This design comes from an exercise in tuning for small area and a short achievable clock period on the open sky130 flow, not from production work.
In this exercise RTL edits were held to simulation tests only and were not proved equivalent to the original.
Power is estimated from default activity; no workload was simulated.

==> design.v <==
package sb_pkg;
    typedef logic [32-1:0]  inst_word_t;
    typedef logic [5-1:0] reg_idx_t;
    typedef logic [3-1:0]  fu_id_t;    
    typedef logic [5-1:0]  op_code_t;
    typedef enum logic [1:0] {
        CTRL_RUN,
        CTRL_WAIT_JUMP,
        CTRL_FLUSH
    } ctrl_state_t;
endpackage
`timescale 1ns/1ps
module scoreboard_ctrl (
    input  logic               clk,
    input  logic               rst,
    input  sb_pkg::inst_word_t inst,
    input  logic               alu_done,
    input  logic               mem_done,
    input  logic               mul_done,
    input  logic               div_done,
    input  logic               jump_done,
    input  logic               is_jump,
    output logic               issue_en,
    output logic               alu_en,
    output logic               mem_en,
    output logic               mul_en,
    output logic               div_en,
    output logic               jump_en,
    output sb_pkg::op_code_t   disp_op,
    output sb_pkg::reg_idx_t   rs1_ctrl,
    output sb_pkg::reg_idx_t   rs2_ctrl,
    output logic               reg_write,
    output sb_pkg::fu_id_t     write_sel,
    output sb_pkg::reg_idx_t   rd_ctrl
);
    localparam int N = 5;
    logic [6:0] opcode;
    logic [2:0] funct3;
    logic [6:0] funct7;
    logic [4:0] rd_f, rs1_f, rs2_f;
    logic       alt_ok;
    logic [2:0] dec_fu;
    logic [4:0] dec_op;
    logic       use_rd, use_rs1, use_rs2;
    assign opcode = inst[6:0];
    assign funct3 = inst[14:12];
    assign funct7 = inst[31:25];
    assign rd_f   = inst[11:7];
    assign rs1_f  = inst[19:15];
    assign rs2_f  = inst[24:20];
    assign alt_ok = (funct7 == 7'h00) ||
                    (funct7 == 7'h20 && (funct3 == 3'b000 || funct3 == 3'b101));
    always_comb begin
        dec_fu  = 3'd0;
        dec_op  = '0;
        use_rd  = 1'b0;
        use_rs1 = 1'b0;
        use_rs2 = 1'b0;
        case (opcode)
            7'b0110011: begin
                if (funct7 == 7'h01) begin
                    dec_fu = funct3[2] ? 3'd4 : 3'd3;
                    dec_op = {3'b000, funct3[1:0]};
                    use_rd = 1'b1; use_rs1 = 1'b1; use_rs2 = 1'b1;
                end else if (alt_ok) begin
                    dec_fu = 3'd1;
                    dec_op = {1'b0, funct7[5], funct3};
                    use_rd = 1'b1; use_rs1 = 1'b1; use_rs2 = 1'b1;
                end
            end
            7'b0010011: begin
                if (funct3[1:0] != 2'b01 || alt_ok) begin
                    dec_fu  = 3'd1;
                    dec_op  = {1'b1, funct3 == 3'b101 && funct7[5], funct3};
                    use_rd  = 1'b1;
                    use_rs1 = 1'b1;
                end
            end
            7'b0000011: begin
                if (funct3 != 3'd3 && funct3 != 3'd6 && funct3 != 3'd7) begin
                    dec_fu  = 3'd2;
                    dec_op  = {2'b00, funct3};
                    use_rd  = 1'b1;
                    use_rs1 = 1'b1;
                end
            end
            7'b0100011: begin
                if (funct3 == 3'd0 || funct3 == 3'd1 || funct3 == 3'd2) begin
                    dec_fu  = 3'd2;
                    dec_op  = {2'b01, funct3};
                    use_rs1 = 1'b1;
                    use_rs2 = 1'b1;
                end
            end
            7'b1100011: begin
                if (funct3[2:1] != 2'b01) begin
                    dec_fu  = 3'd5;
                    dec_op  = {2'b00, funct3};
                    use_rs1 = 1'b1;
                    use_rs2 = 1'b1;
                end
            end
            7'b0110111: begin
                dec_fu = 3'd1;
                dec_op = 5'd24;
                use_rd = 1'b1;
            end
            7'b0010111: begin
                dec_fu = 3'd1;
                dec_op = 5'd25;
                use_rd = 1'b1;
            end
            7'b1101111: begin
                dec_fu = 3'd5;
                dec_op = 5'd8;
                use_rd = 1'b1;
            end
            7'b1100111: begin
                if (funct3 == 3'b000) begin
                    dec_fu  = 3'd5;
                    dec_op  = 5'd9;
                    use_rd  = 1'b1;
                    use_rs1 = 1'b1;
                end
            end
            default: ;
        endcase
    end
    logic [4:0] dec_dst, dec_src1, dec_src2;
    assign dec_dst  = use_rd  ? rd_f  : '0;
    assign dec_src1 = use_rs1 ? rs1_f : '0;
    assign dec_src2 = use_rs2 ? rs2_f : '0;
    logic [N:1] sel;
    always_comb begin
        for (int u = 1; u <= N; u++) sel[u] = (dec_fu == 3'(u));
    end
    logic [1:0]      state;             
    logic [N:1]      busy, done, rdy1, rdy2, wt1, wt2;
    logic [4:0]      dst  [1:N];
    logic [4:0]      src1 [1:N];
    logic [4:0]      src2 [1:N];
    logic [4:0]      op_alu;
    logic [3:0]      op_mem, op_jmp;
    logic [1:0]      op_mul, op_div;
    logic [N:1]      war [1:N];         
    logic st_run, st_flush;
    assign st_run   = (state == 2'd0);
    assign st_flush = (state == 2'd2);
    logic [N:1] m_d, m1, m2;
    always_comb begin
        for (int u = 1; u <= N; u++) begin
            m_d[u] = busy[u] && (dst[u] == rd_f);
            m1[u]  = busy[u] && (dst[u] == rs1_f);
            m2[u]  = busy[u] && (dst[u] == rs2_f);
        end
    end
    logic dd_nz, ds1_nz, ds2_nz;
    assign dd_nz  = use_rd  && (rd_f  != 5'd0);
    assign ds1_nz = use_rs1 && (rs1_f != 5'd0);
    assign ds2_nz = use_rs2 && (rs2_f != 5'd0);
    logic busy_hit, dst_pending, stall, record_en;
    logic [N:1] rec;
    assign busy_hit    = |(sel & busy);
    assign dst_pending = dd_nz && (|m_d);
    assign stall       = busy_hit || dst_pending;
    assign issue_en    = st_flush || (st_run && !stall);
    assign record_en   = st_run && !stall && (dec_fu != 3'd0);
    assign rec         = record_en ? sel : '0;
    logic [N:1] both, disp;
    assign both = rdy1 & rdy2;
    always_comb begin
        disp = '0;
        if (both[5])      disp[5] = 1'b1;
        else if (both[1]) disp[1] = 1'b1;
        else if (both[2]) disp[2] = 1'b1;
        else if (both[3]) disp[3] = 1'b1;
        else if (both[4]) disp[4] = 1'b1;
    end
    assign alu_en  = disp[1];
    assign mem_en  = disp[2];
    assign mul_en  = disp[3];
    assign div_en  = disp[4];
    assign jump_en = disp[5];
    always_comb begin
        disp_op  = ({5{disp[1]}} & op_alu)
                 | ({5{disp[2]}} & {1'b0, op_mem})
                 | ({5{disp[3]}} & {3'b000, op_mul})
                 | ({5{disp[4]}} & {3'b000, op_div})
                 | ({5{disp[5]}} & {1'b0, op_jmp});
        rs1_ctrl = '0;
        rs2_ctrl = '0;
        for (int u = 1; u <= N; u++) begin
            rs1_ctrl = rs1_ctrl | ({5{disp[u]}} & src1[u]);
            rs2_ctrl = rs2_ctrl | ({5{disp[u]}} & src2[u]);
        end
    end
    logic [N:1] cand, wb;
    always_comb begin
        for (int u = 1; u <= N; u++) begin
            logic blk;
            blk = 1'b0;
            for (int v = 1; v <= N; v++) begin
                if (v != u) blk = blk | war[v][u];
            end
            cand[u] = done[u] && !blk;
        end
        wb = '0;
        if (cand[5])      wb[5] = 1'b1;
        else if (cand[1]) wb[1] = 1'b1;
        else if (cand[2]) wb[2] = 1'b1;
        else if (cand[3]) wb[3] = 1'b1;
        else if (cand[4]) wb[4] = 1'b1;
    end
    assign reg_write = |cand;
    assign write_sel = {wb[4] | wb[5], wb[2] | wb[3], wb[1] | wb[3] | wb[5]};
    always_comb begin
        rd_ctrl = '0;
        for (int u = 1; u <= N; u++) rd_ctrl = rd_ctrl | ({5{wb[u]}} & dst[u]);
    end
    logic rdy1_now, rdy2_now;
    assign rdy1_now = !(ds1_nz && |(m1 & ~wb));
    assign rdy2_now = !(ds2_nz && |(m2 & ~wb));
    logic [N:1] wake1, wake2, rdy1_n, rdy2_n, wt1_n, wt2_n;
    logic [N:1] done_in;
    assign done_in = {jump_done, div_done, mul_done, mem_done, alu_done};
    always_comb begin
        for (int u = 1; u <= N; u++) begin
            wake1[u] = wt1[u] && (src1[u] == rd_ctrl);
            wake2[u] = wt2[u] && (src2[u] == rd_ctrl);
            rdy1_n[u] = ((rec[u] ? rdy1_now : rdy1[u]) && !disp[u]) || wake1[u];
            rdy2_n[u] = ((rec[u] ? rdy2_now : rdy2[u]) && !disp[u]) || wake2[u];
            wt1_n[u]  = (rec[u] ? !rdy1_now : wt1[u]) && !wake1[u];
            wt2_n[u]  = (rec[u] ? !rdy2_now : wt2[u]) && !wake2[u];
        end
    end
    always_ff @(posedge clk or posedge rst) begin
        if (rst) begin
            state <= 2'd0;
            busy  <= '0;
            done  <= '0;
            rdy1  <= '0;
            rdy2  <= '0;
            wt1   <= '0;
            wt2   <= '0;
        end else begin
            case (state)
                2'd0:    if (rec[5]) state <= 2'd1;
                2'd1:    if (jump_done) state <= is_jump ? 2'd2 : 2'd0;
                default: state <= 2'd0;
            endcase
            busy <= (busy | rec) & ~wb;
            done <= (done | (done_in & busy)) & ~wb;
            rdy1 <= rdy1_n;
            rdy2 <= rdy2_n;
            wt1  <= wt1_n;
            wt2  <= wt2_n;
        end
    end
    always_ff @(posedge clk) begin
        for (int u = 1; u <= N; u++) begin
            if (rec[u]) begin
                dst[u]  <= dec_dst;
                src1[u] <= dec_src1;
                src2[u] <= dec_src2;
            end
        end
        if (rec[1]) op_alu <= dec_op;
        if (rec[2]) op_mem <= dec_op[3:0];
        if (rec[3]) op_mul <= dec_op[1:0];
        if (rec[4]) op_div <= dec_op[1:0];
        if (rec[5]) op_jmp <= dec_op[3:0];
    end
    always_ff @(posedge clk) begin
        for (int u = 1; u <= N; u++) begin
            for (int v = 1; v <= N; v++) begin
                if (v != u) begin
                    if (rec[u])
                        war[v][u] <= dd_nz && ((rdy1_n[v] && src1[v] == rd_f) ||
                                               (rdy2_n[v] && src2[v] == rd_f));
                    else if (rec[v])
                        war[v][u] <= (rdy1_n[v] && ds1_nz && m1[u]) ||
                                     (rdy2_n[v] && ds2_nz && m2[u]);
                    else
                        war[v][u] <= war[v][u] && !disp[v];
                end else begin
                    war[v][u] <= 1'b0;
                end
            end
        end
    end
endmodule
==> run.sh <==
#!/bin/bash
# synth_recipe.tcl (not shown) runs the flow's synth.tcl, then flattens the netlist and writes it again
# the make line also repeats each setting of config.mk as NAME=value (left out here)
make -C /OpenROAD-flow-scripts/flow DESIGN_CONFIG=/design/flow/config.mk WORK_HOME=/design/flow/orfs CLKGATE_MAP_FILE= SYNTH_SCRIPT=/design/flow/synth_recipe.tcl finish
==> config.mk <==
export PLATFORM = sky130hd
export DESIGN_NAME = scoreboard_ctrl
export DESIGN_NICKNAME = scoreboard_ctrl
export VERILOG_FILES = /design/flow/design.v
export SDC_FILE = /design/flow/constraint.sdc
export NUM_CORES = 4
export LEC_CHECK = 0
export CAP_MARGIN = 20
export CORE_MARGIN = 2
export CORE_UTILIZATION = 40
export SETUP_SLACK_MARGIN = 0.2
export SLEW_MARGIN = 20
==> constraint.sdc <==
create_clock -name core_clock -period 8.5 [get_ports {clk}]
set_input_delay 1.7000 -clock core_clock [delete_from_list [all_inputs] [get_ports {clk}]]
set_output_delay 1.7000 -clock core_clock [all_outputs]
set_load 0.01 [all_outputs]
==> results of run 1 <==
worst max-delay path by stage:
| stage | depth (start not counted) | end | start |
|---|---|---|---|
| 2_1_floorplan | 10 | issue_en | inst[26] |
| 3_3_place_gp | 9 | issue_en | inst[10] |
| 3_5_place_dp | 8 | issue_en | inst[14] |
| 4_1_cts | 8 | issue_en | inst[14] |
| 5_1_grt | 8 | issue_en | inst[14] |
| 6_report | 9 | issue_en | inst[10] |
final cells by class:
cell class,count,share of cell area
clock inverter,15,0.0110
inverter,39,0.0132
clock buffer,17,0.0383
sequential,144,0.357
tap,319,0.0359
multi-input combinational,772,0.471
timing repair buffer,86,0.0737
cells by family after synthesis:
logic type / synth area share
AOI/OAI and AO/OA: 0.175
xor gates and xnor gates: 0.147
buffers and inverters: 0.0421
DFF: 0.413
muxes: 0.00757
and+or+nand+nor: 0.215
layer usage:
layer / vias to the layer above / part of all wire / track usage
li1: 3890 / - / -
met1: 4397 / 0.42 / 0.392
met2: 550 / 0.45 / 0.434
met3: 81 / 0.097 / 0.0533
met4: 0 / 0.031 / 0.0913
met5: - / 0 / 0
registers in the layout (all words and copies together) (netlist names), 4 cells and up:
signal and cells:
dst 25, src1 25, src2 25, war 20, busy 5, done 5, op_alu 5, rdy1 5
rdy2 5, wt1 5, wt2 5, op_jmp 4, op_mem 4
power by group through the flow:
stage	sequential (mW)	combinational [mW]	clock (mW)
2_1_floorplan	0.836	0.519	0
3_3_place_gp	0.869	0.775	0
3_5_place_dp	0.867	0.778	0
4_1_cts	0.854	0.779	0.719
5_1_grt	0.862	0.848	0.750
6_report	0.857	0.800	0.715
Yosys cell counts (all sizes together), types with 5 or more instances:
master / n
a2111oi: 14
a211oi: 8
a21oi: 32
a222oi: 15
a31o: 5
a31oi: 15
and2: 21
and3: 16
buf: 14
clkbuf: 48
dfrtp: 32
dfxtp: 20
edfxtp: 92
inv: 35
mux2i: 5
nand2: 107
nand2b: 13
nand3: 63
nand4: 17
nor2: 46
nor2b: 9
nor3: 33
nor4: 30
o2111ai: 5
o211ai: 10
o21ai: 23
o221ai: 11
o22ai: 6
o311ai: 8
o31ai: 9
o32ai: 12
or2: 5
or3: 6
or4: 7
xnor2: 64
xor2: 97
worst reg2reg max path, stage by stage (launching register included):
cell      delay [ps]
dfxtp_1          320
or4b_1           720
nor2_2           550
nor4_2           190
buf_4            260
a221o_1          670
xor2_1           280
nor4b_2          590
a32oi_2          290
nor4_1           730
o21ai_1          340
o221ai_1         270
==> key figures, run 1 <==
Placed design
  – Setup Slack @ Placement: 1660 ps
  – RD Place Congestion: 0.959
  – Hpwl dp: 25700 um
  – Area after DPL: 10600 um^2
  – I/O Buffers: 69
  – Inst Count DP: 1360

GRT
  – GRT Resource Usage Total: 0.279
  – Overflow after GRT: 0
  – Number of global-route vias before repair: 8409
  – Largest net degree at the start of global routing: 33
  – First-pass GRT wire length: 53700 um
  – Initial antenna violation count: 0

STA
  – Worst-case clock skew: 10.7 ps
  – Tcrit/Tclk final: 0.811
  – Final setup viols: 0
  – Max transition margin: 0.186
  – Setup TNS: 0 ps
  – Crit path time final: 6890 ps
  – Hold Slack: 514 ps
  – Final setup margin: 1610 ps
  – Max Clk Rate: 145 MHz
  – RSZ-0062 raised after global routing: no
  – Worst slew pin tran: 1220 ps
  – Final Hold Vio Count: 0
  – Final Max Tran Viols: 0

Setup path
  – Worst-path cell chain: clkdlybuf4s50_1 -> or4_1 -> nor2_1 -> a31oi_4 -> o31ai_2 -> buf_4 -> nand2_1 -> o22ai_1 -> clkdlybuf4s50_1
  – Reg2Reg Depth: 11
  – Reg2reg end: war[3][1]
  – Crit path top cell by count: clkdlybuf4s50_1
  – Setup Crit Path Kind: primary input to output pin
  – CP max stage delay: 1000 ps
  – Worst setup SP type: primary input
  – RR Startpoint: war[1][5]
  – CP Capture Type: output pin
  – Arr. time, crit path: 5190 ps
  – Buf/Inv on CP: 3
  – Slowest cell on crit path: clkdlybuf4s50_1
  – Family with the most delay on the worst path: buffers and inverters
  – Critical Path RT: 6800 ps
  – CP max FO: 25
  – Flop2flop setup slack: 3220 ps

Final layout
  – Commonest non-fill, non-tap cell in the layout: nand2_1
  – Design area: 11100 um^2
  – Final-stage net count: 1100
  – Multi-input gate area: 5230 um^2
  – # diodes: 0
  – Fill cells: 2211
  – Layout Utilization: 0.473
  – Most frequent cells in the layout: nand2_1 (106), xor2_1 (97), edfxtp_1 (92)
  – Area Growth Syn to Fin: 15.8%
  – Fin cells: 1392
  – Share of cells above drive strength 1: 0.0811
  – Storage cell area: 3960 um^2

Clock tree
  – PostCTS Resize Cnt: 0
  – H-tree depth: 4
  – CTS tree: yes
  – # Post-CTS Setup Buffers: 0
  – Clock Sinks: 144
  – Cts bufs inserted: 17
  – Bufs on Longest Clock Path: 2
  – Hold buffers post-CTS: 0
  – Clk Tree Root Cell: clkbuf_16
  – CTS clk-pin slew, worst paths: 70 ps
  – Clock latency on the worst-skew pair: 430 ps

Yosys
  – Fraction of registers with async set/reset: 0.222
  – Yosys Warn Count: 5
  – Post-synth top flop: edfxtp_1
  – Seq cells post-synth: 144
  – Top-area cell type share of the netlist area: 0.288
  – Synth area leaders: edfxtp_1 (29%), xor2_1 (8.9%), dfrtp_1 (8.3%), xnor2_1 (5.8%), dfxtp_1 (4.2%)
  – Number of library cell types mapped by synthesis: 89
  – Number of flops mapped to enable cells by yosys: 92
  – Syn Inst Count: 1017
  – Netlist Area Pre-Place: 9590 um^2
  – Syn nets: 1057
  – Avg Cell Area, Syn: 9.43 um^2
  – Area leader, netlist: edfxtp_1
  – Register area share after synthesis: 0.413

Flow run
  – Max Cap Viol: 0

Power
  – Sequential power share: 0.361
  – Internal: 1.48 mW
  – Total Power Consumption: 2.37 mW
  – Clock power frac: 0.301
  – Pwr dens: 213 nW/um^2
  – Sw frac: 0.376
  – NetSw: 0.891 mW
  – Peak VDD IR: 107 uV
  – Leak pwr: 4.14 nW
  – Power share of the combinational group: 0.337

Floorplan
  – Initial Utilization: 0.409
  – Row cnt: 56
  – Die ar.: 25200 um^2
  – # IOs: 70
  – Core Region: 23500 um^2
  – Die Span Y: 159 um
  – Die Width: 159 um

Status
  – Status: complete, no violations

Hold path
  – Hold Path End: done[5]
  – Hold path start: done[5]
  – Hold path cells: 2
  – Hold WC Path Type: flop to flop

Routing
  – Total number of vias: 8918
  – First-pass detailed-route iteration total: 7
  – Drt drc: 0
  – Antenna viol nets, final: 0
  – Vias/cell: 6.41
  – Routed length per instance: 25.4 um
  – DR iter-0 viols: 1404
  – Final WL: 35400 um
==> inputs of run 2 (changes only) <==
--- a/config.mk
+++ b/config.mk
@@ -9,4 +9,4 @@
 export CORE_MARGIN = 2
 export CORE_UTILIZATION = 40
-export SETUP_SLACK_MARGIN = 0.2
+export SETUP_SLACK_MARGIN = 5
 export SLEW_MARGIN = 20
==> run 2 against run 1 <==
  * Still clean
  * Final cell count increased by 11%
  * Non-clock buffer count increased by 156
  * Die area unchanged
  * Clock power increased by 4.8%
  * Worst hold slack got worse by 25 ps
  * Via count increased by 13%
  * Count of clock-buffer cells in the layout unchanged
  * Critical path depth increased by 1
  * Register-to-register slack improved by 720 ps
  * Sequential power increased by 2%
  * Design area increased by 21%
  * Maximum frequency increased by 25%
  * Largest power group is now combinational cells
  * Highest routed layer unchanged
==> key figures, run 2 <==
Hold path
  – Hold WC Path Type: flop to flop

Final layout
  – Final-stage net count: 1258 (+14%)
  – Fill cells: 1959 (-11%)
  – Commonest non-fill, non-tap cell in the layout: buf_4
  – Share of cells above drive strength 1: 0.314 (+0.232)
  – Fin cells: 1550 (+11%)
  – Top flop regs: dst (25), src1 (25), src2 (25)
  – Area Growth Syn to Fin: 40.5%
  – # diodes: 0 (unchanged)
  – Most frequent cells in the layout: buf_4 (104), xor2_1 (97), nand2_1 (97)

Placed design
  – I/O Buffers: 69 (unchanged)
  – Hpwl dp: 25800 um (+0.22%)
  – Inst Count DP: 1357 (-0.22%)
  – RD Place Congestion: 0.945 (-1.4%)

STA
  – Final Max Tran Viols: 0 (unchanged)
  – Worst slew pin tran: 1180 ps (-33.1 ps)
  – Tcrit/Tclk final: 0.649 (-0.162)
  – RSZ-0062 raised after global routing: yes
  – Setup TNS: 0 ps (unchanged)
  – Final Hold Vio Count: 0 (unchanged)
  – Max Clk Rate: 181 MHz (+25%)
  – Hold Slack: 489 ps (-24.8 ps)
  – Worst-case clock skew: 16.4 ps (+5.63 ps)
  – Final setup viols: 0 (unchanged)
  – Max transition margin: 0.203 (+0.0173)
  – Crit path time final: 5520 ps (-1380 ps)

Setup path
  – Flop2flop setup slack: 3940 ps (+720 ps)
  – Slowest cell on crit path: or4_4
  – Reg2reg end: war[2][4]
  – RR Startpoint: war[3][5]
  – Worst-path cell chain: buf_6 -> or4_4 -> or2_4 -> or3_4 -> a31oi_4 -> o31ai_4 -> buf_8 -> nand2_4 -> o22ai_2 -> buf_2
  – Worst Setup SP: inst[31]
  – CP Capture Type: output pin
  – Setup Crit Path Kind: primary input to output pin
  – Crit path to: issue_en
  – CP max stage delay: 540 ps (-460 ps)
  – Reg2Reg Depth: 13 (+2)
  – Worst setup SP type: primary input
  – Arr. time, crit path: 3820 ps (-1370 ps)
  – CP max FO: 3 (-88%)
  – Critical Path RT: 6800 ps (about the same)

Yosys
  – Yosys Warn Count: 5 (unchanged)
  – Register area share after synthesis: 0.413 (unchanged)
  – Synth area leaders: edfxtp_1 (29%), xor2_1 (8.9%), dfrtp_1 (8.3%), xnor2_1 (5.8%), dfxtp_1 (4.2%)
  – Area leader, netlist: edfxtp_1
  – Syn Inst Count: 1017 (unchanged)
  – Most instantiated library cell after synthesis: nand2_1
  – Top cells by count, synth: nand2_1 (106), xor2_1 (97), edfxtp_1 (92)
  – Post-synth top flop: edfxtp_1
  – Synth Area in Compound Gates: 0.175 (unchanged)
  – Synth Area in Adders: 0 (unchanged)
  – Seq cells post-synth: 144 (unchanged)
  – Post-Synth Simple-Gate Area: 0.215 (unchanged)
  – Number of flops mapped to enable cells by yosys: 92 (unchanged)
  – Top-area cell type share of the netlist area: 0.288 (unchanged)
  – Mux cell area share after synthesis: 0.00757 (unchanged)
  – Avg Cell Area, Syn: 9.43 um^2 (unchanged)
  – Netlist Area Pre-Place: 9590 um^2 (unchanged)
  – Largest family of logic cells by synthesized area: simple AND/OR/NAND/NOR gates
  – Number of library cell types mapped by synthesis: 89 (unchanged)
  – Fraction of registers with async set/reset: 0.222 (unchanged)
  – Synth Area in XOR/XNOR: 0.147 (unchanged)
  – Syn nets: 1057 (unchanged)

Routing
  – Final WL: 41400 um (+17%)
  – First-pass detailed-route iteration total: 9 (+2)
  – Drt drc: 0 (unchanged)
  – DR iter-0 viols: 1501 (+6.9%)
  – Total number of vias: 10100 (+13%)
  – Vias/cell: 6.51 (+1.6%)
  – Antenna viol nets, final: 0 (unchanged)
  – Routed length per instance: 26.7 um (+5.0%)

GRT
  – Number of global-route vias before repair: 9438 (+12%)
  – Initial antenna violation count: 0 (unchanged)
  – Largest net degree at the start of global routing: 33 (unchanged)
  – First-pass GRT wire length: 59700 um (+11%)
  – GRT Resource Usage Total: 0.312 (+0.0322)
  – Overflow after GRT: 0 (unchanged)

Floorplan
  – # IOs: 70 (unchanged)
  – Die Span Y: 159 um (unchanged)
  – Die ar.: 25200 um^2 (unchanged)
  – Row cnt: 56 (unchanged)
  – Initial Utilization: 0.409 (unchanged)
  – Die Width: 159 um (unchanged)
  – Core Region: 23500 um^2 (unchanged)

Clock tree
  – Cts bufs inserted: 17 (unchanged)
  – CTS clk-pin slew, worst paths: 70 ps (about the same)
  – Clock Sinks: 144 (unchanged)
  – Clock latency on the worst-skew pair: 440 ps (about the same)
  – Bufs on Longest Clock Path: 2 (unchanged)
  – CTS tree: yes
  – Clk Tree Root Cell: clkbuf_16
  – H-tree depth: 4 (unchanged)

Flow run
  – Max Cap Viol: 0 (unchanged)

Power
  – Pwr dens: 199 nW/um^2 (-6.8%)
  – Peak VDD IR: 145 uV (+35%)
  – Leak pwr: 5.29 nW (+28%)

Status
  – Status: complete, no violations
run 2: cell counts after synthesis:
Identical to the previous run, type by type.
run 2: cell families (layout without fill, tap and decap cells):
family,after synthesis,after routing
flops,144,144
buf+inv,101,314
mux,7,7
xor+xnor,161,161
simple gates,390,391
compound gates,214,214
run 2: area by class of cell:
cell class / instances / area (um^2) / area share
Multi-Input combinational cell: 773 / 5990 / 0.444
Timing Repair Buffer: 242 / 2330 / 0.173
Clock buffer: 17 / 425 / 0.0316
Sequential cell: 144 / 3970 / 0.294
Timing Repair inverter: 1 / 7.51 / 0.000557
Tap cell: 319 / 399 / 0.0296
Clock inverter: 15 / 146 / 0.0109
Inverter: 39 / 219 / 0.0162
run 2: timing repair:
action / 4_1_cts / 5_1_grt
gates resized for setup: 306 / 107
hold buffers: 0 / 0
cloned: 7 / 2
endpoints found under the setup margin: 256 / 232
buffers inserted: 97 / 55
pin swaps: 67 / 46
run 2: routing by layer:
layer | global-route usage | vias up | share of wire
li1 | - | 4223 | -
met1 | 0.414 | 4845 | 0.38
met2 | 0.477 | 797 | 0.44
met3 | 0.0705 | 229 | 0.11
met4 | 0.158 | 0 | 0.067
met5 | 0 | - | 0
run 2: critical path, delay by kind of cell:
family          cells  cell delay, ps
simple gates        4            1250
buf+inv             3             380
compound gates      3             480
run 2: through the flow:
stage | utilization | setup slack, ps | instance area [um^2] | power [mW]
after global routing | 0.574 | 2960 | 13500 | 2.77
after floorplan | - | 3070 | 9780 | 1.38
after global placement | 0.454 | 1910 | 10700 | 1.66
after detailed placement | 0.454 | 1850 | 10700 | 1.66
final | 0.574 | 2980 | 13500 | 2.68
after CTS | 0.541 | 3020 | 12700 | 2.57
run 2: worst min path at each step:
stage	start	end	slack [ps]	depth (start not counted)
2_1_floorplan	done[5]	done[5]	450	2
3_3_place_gp	done[5]	done[5]	470	2
3_5_place_dp	done[5]	done[5]	480	2
4_1_cts	done[5]	done[5]	500	2
5_1_grt	done[5]	done[5]	540	2
6_report	done[5]	done[5]	490	2
run 2: where the power goes:
group	leakage [nW]	switching [mW]	total, mW	internal [mW]
Sequential	1.52	0.0860	0.877	0.791
Combinational	3.49	0.608	1.06	0.449
Clock	0.272	0.338	0.749	0.411
Total	5.29	1.03	2.68	1.65
==> inputs of run 3 (changes only) <==
--- a/config.mk
+++ b/config.mk
@@ -9,4 +9,4 @@
 export CORE_MARGIN = 2
 export CORE_UTILIZATION = 40
-export SETUP_SLACK_MARGIN = 5
+export SETUP_SLACK_MARGIN = 4
 export SLEW_MARGIN = 20
==> run 3 against run 2 <==
  * Still clean
  * Die area did not move
  * Utilization fell by 5.8 points
  * Worst setup slack improved by 71 ps
  * First-iteration DRC count fell by 7.1%
==> key figures, run 3 <==
Routing
  – Total number of vias: 9410 (-6.8%)
  – Uppermost routed layer: met4
  – Met3 WL: 3440 um (-27%)
  – Vias/cell: 6.48 (-0.48%)
  – M1 WL: 15000 um (-5.1%)
  – Antenna viol nets, final: 0 (unchanged)
  – First-pass detailed-route iteration total: 7 (-2)
  – Final WL: 37700 um (-8.8%)
  – Metal2 WL: 17600 um (-2.7%)
  – DR iter-0 viols: 1395 (-7.1%)
  – Drt drc: 0 (unchanged)
  – Routed length per instance: 26.0 um (-2.7%)

Clock tree
  – Clock Sinks: 144 (unchanged)
  – Clk Tree Root Cell: clkbuf_16
  – CTS clk-pin slew, worst paths: 60 ps (about the same)
  – Clock latency on the worst-skew pair: 430 ps (about the same)
  – Cts bufs inserted: 17 (unchanged)
  – Bufs on Longest Clock Path: 2 (unchanged)
  – CTS tree: yes
  – Hold buffers post-CTS: 0 (unchanged)
  – H-tree depth: 4 (unchanged)

Yosys
  – Top-area cell type share of the netlist area: 0.288 (unchanged)
  – Synth area leaders: edfxtp_1 (29%), xor2_1 (8.9%), dfrtp_1 (8.3%), xnor2_1 (5.8%), dfxtp_1 (4.2%)
  – Post-synth top flop: edfxtp_1
  – Number of library cell types mapped by synthesis: 89 (unchanged)
  – Avg Cell Area, Syn: 9.43 um^2 (unchanged)
  – Most instantiated library cell after synthesis: nand2_1
  – Post-Synth Simple-Gate Area: 0.215 (unchanged)
  – Largest family of logic cells by synthesized area: simple AND/OR/NAND/NOR gates
  – Synth Area in Compound Gates: 0.175 (unchanged)
  – Syn Inst Count: 1017 (unchanged)
  – Netlist Area Pre-Place: 9590 um^2 (unchanged)
  – Fraction of registers with async set/reset: 0.222 (unchanged)
  – Register area share after synthesis: 0.413 (unchanged)
  – Mux cell area share after synthesis: 0.00757 (unchanged)
  – Synth Area in XOR/XNOR: 0.147 (unchanged)
  – Yosys Warn Count: 5 (unchanged)
  – Top cells by count, synth: nand2_1 (106), xor2_1 (97), edfxtp_1 (92)
  – Synth Area in Adders: 0 (unchanged)
  – Area leader, netlist: edfxtp_1
  – Seq cells post-synth: 144 (unchanged)
  – Syn nets: 1057 (unchanged)
  – Number of flops mapped to enable cells by yosys: 92 (unchanged)

STA
  – Final setup viols: 0 (unchanged)
  – Max transition margin: 0.373 (+0.170)
  – Setup TNS: 0 ps (unchanged)
  – Final Max Tran Viols: 0 (unchanged)
  – Tcrit/Tclk final: 0.641 (-0.00836)
  – RSZ-0062 raised after global routing: yes
  – Worst slew pin tran: 928 ps (-257 ps)
  – Crit path time final: 5450 ps (-71.1 ps)
  – Final Hold Vio Count: 0 (unchanged)
  – Max Clk Rate: 184 MHz (+1.3%)
  – Worst-case clock skew: 9.69 ps (-6.67 ps)

Placed design
  – RD Place Congestion: 1.01 (+6.9%)
  – I/O Buffers: 69 (unchanged)
  – Area after DPL: 10600 um^2 (-0.77%)
  – Hpwl dp: 26200 um (+1.6%)

GRT
  – Largest net degree at the start of global routing: 33 (unchanged)
  – First-pass GRT wire length: 56000 um (-6.2%)
  – Initial antenna violation count: 1 (+1)
  – GRT Resource Usage Total: 0.293 (-0.0186)
  – Number of global-route vias before repair: 8816 (-6.6%)
  – Overflow after GRT: 0 (unchanged)

Floorplan
  – Core Region: 23500 um^2 (unchanged)
  – Die Span Y: 159 um (unchanged)
  – Initial Utilization: 0.409 (unchanged)
  – # IOs: 70 (unchanged)
  – Die Width: 159 um (unchanged)
  – Die ar.: 25200 um^2 (unchanged)
  – Row cnt: 56 (unchanged)

Setup path
  – CP max FO: 5 (+2)
  – Arr. time, crit path: 3750 ps (-70 ps)
  – Critical Path RT: 6800 ps (about the same)
  – Worst setup SP type: primary input
  – CP Capture Type: output pin
  – Setup Crit Path Kind: primary input to output pin
  – Reg2reg end: war[4][5]
  – Reg2Reg Depth: 12 (-1)
  – Flop2flop setup slack: 4240 ps (+300 ps)
  – RR Startpoint: war[1][5]

Final layout
  – Top flop regs: dst (25), src1 (25), src2 (25)
  – Design area: 12100 um^2 (-10%)
  – Area Growth Syn to Fin: 26.2%
  – Layout Utilization: 0.516 (-0.0584)
  – Share of cells above drive strength 1: 0.189 (-0.124)
  – Commonest non-fill, non-tap cell in the layout: nand2_1
  – Most frequent cells in the layout: nand2_1 (102), xor2_1 (97), edfxtp_1 (92)
  – Final-stage net count: 1158 (-7.9%)

Hold path
  – Hold Path End: done[5]
  – Hold path cells: 2 (unchanged)
  – Hold WC Path Type: flop to flop
  – Hold path start: done[5]

Power
  – Pwr dens: 212 nW/um^2 (+6.4%)
  – Peak VDD IR: 151 uV (+4.0%)
  – Leak pwr: 4.60 nW (-13%)

Flow run
  – Max Cap Viol: 0 (unchanged)

Status
  – Status: complete, no violations
[run 3: cell counts after synthesis]
No cell type changed its count.
[run 3: power breakdown]
part           internal [mW]  switching (mW)  total, mW
Combinational          0.386           0.545      0.931
Clock                  0.437           0.322      0.759
Sequential             0.791          0.0827      0.874
Total                   1.61           0.951       2.56
[run 3: worst max-delay path, stage by stage]
cell	delay [ps]
buf_8	90
or4_4	530
or2_4	270
or3_4	360
a31oi_4	250
o31ai_4	120
buf_8	140
nand2_4	60
o22ai_4	60
buf_2	150
[run 3: what timing repair did]
action                     4_1_cts  5_1_grt
gates cloned                     1        2
setup buffers                   38       20
setup endpoints to repair      165      114
pin swaps                       18       15
resized for setup              108       46
[run 3: how the worst max path moves through the flow]
stage,startpoint,endpoint,slack [ps],cells past startpoint
2_1_floorplan,inst[26],issue_en,3070,10
3_3_place_gp,inst[7],issue_en,1850,9
3_5_place_dp,inst[7],issue_en,1850,9
4_1_cts,inst[31],issue_en,3030,10
5_1_grt,inst[2],issue_en,3030,10
6_report,inst[28],issue_en,3050,10
[run 3: final cells by class]
type	count	area, um^2
tap	319	399
clock buffer	18	429
clock inverter	14	156
sequential	144	3960
inverter	39	181
timing repair buffer	142	1330
fill	2124	11400
multi-input combinational	774	5650
antenna	2	5.00
[run 3: per-stage QoR]
stage / instances / power, mW / worst slack [ps] / hold WS [ps]
5_1_grt: 1450 / 2.66 / 3030 / 525
3_3_place_gp: 1357 / 1.65 / 1850 / 472
4_1_cts: 1428 / 2.50 / 3030 / 511
6_report: 1452 / 2.56 / 3050 / 510
3_5_place_dp: 1357 / 1.65 / 1850 / 495
2_1_floorplan: 1017 / 1.36 / 3070 / 454
[run 3: layer usage]
layer | up-vias | global-route usage
met5 | - | 0
li1 | 4020 | -
met1 | 4566 | 0.392
met2 | 668 | 0.471
met3 | 156 | 0.0538
met4 | 0 | 0.114
[run 3: cell families after synthesis]
family | after synthesis
xor+xnor | 161
mux | 7
simple gates | 390
buf+inv | 101
flops | 144
compound gates | 214

what the ideal ports hide:
Ports are ideal in the flow. The routed layouts listed here were re-timed in OpenROAD. Step 1, drivers: a clkbuf_16 drives clk and a buf_2 each remaining input, both assumed. Step 2 times the ports against the registers' clock, not the clock port: input delays grow and output delays shrink by t, the midpoint of the rising clock arrivals with the driver on. a / b / c = ideal ports / drivers / drivers and shift; a / b = the first two.
run	shift t [ns]	setup WS [ns]	clock arrival spread, ns
run 1	0.472	1.606 / 1.582 / 1.582	0.011 / 0.011
run 2	0.478	2.982 / 2.948 / 2.910	0.016 / 0.016
run 3	0.475	3.053 / 3.013 / 3.013	0.010 / 0.010
After both steps setup and hold are still met in every run listed. For run 2, which loses most, drivers alone change the setup slack by -0.034 ns; drivers and shift together by -0.072 ns.
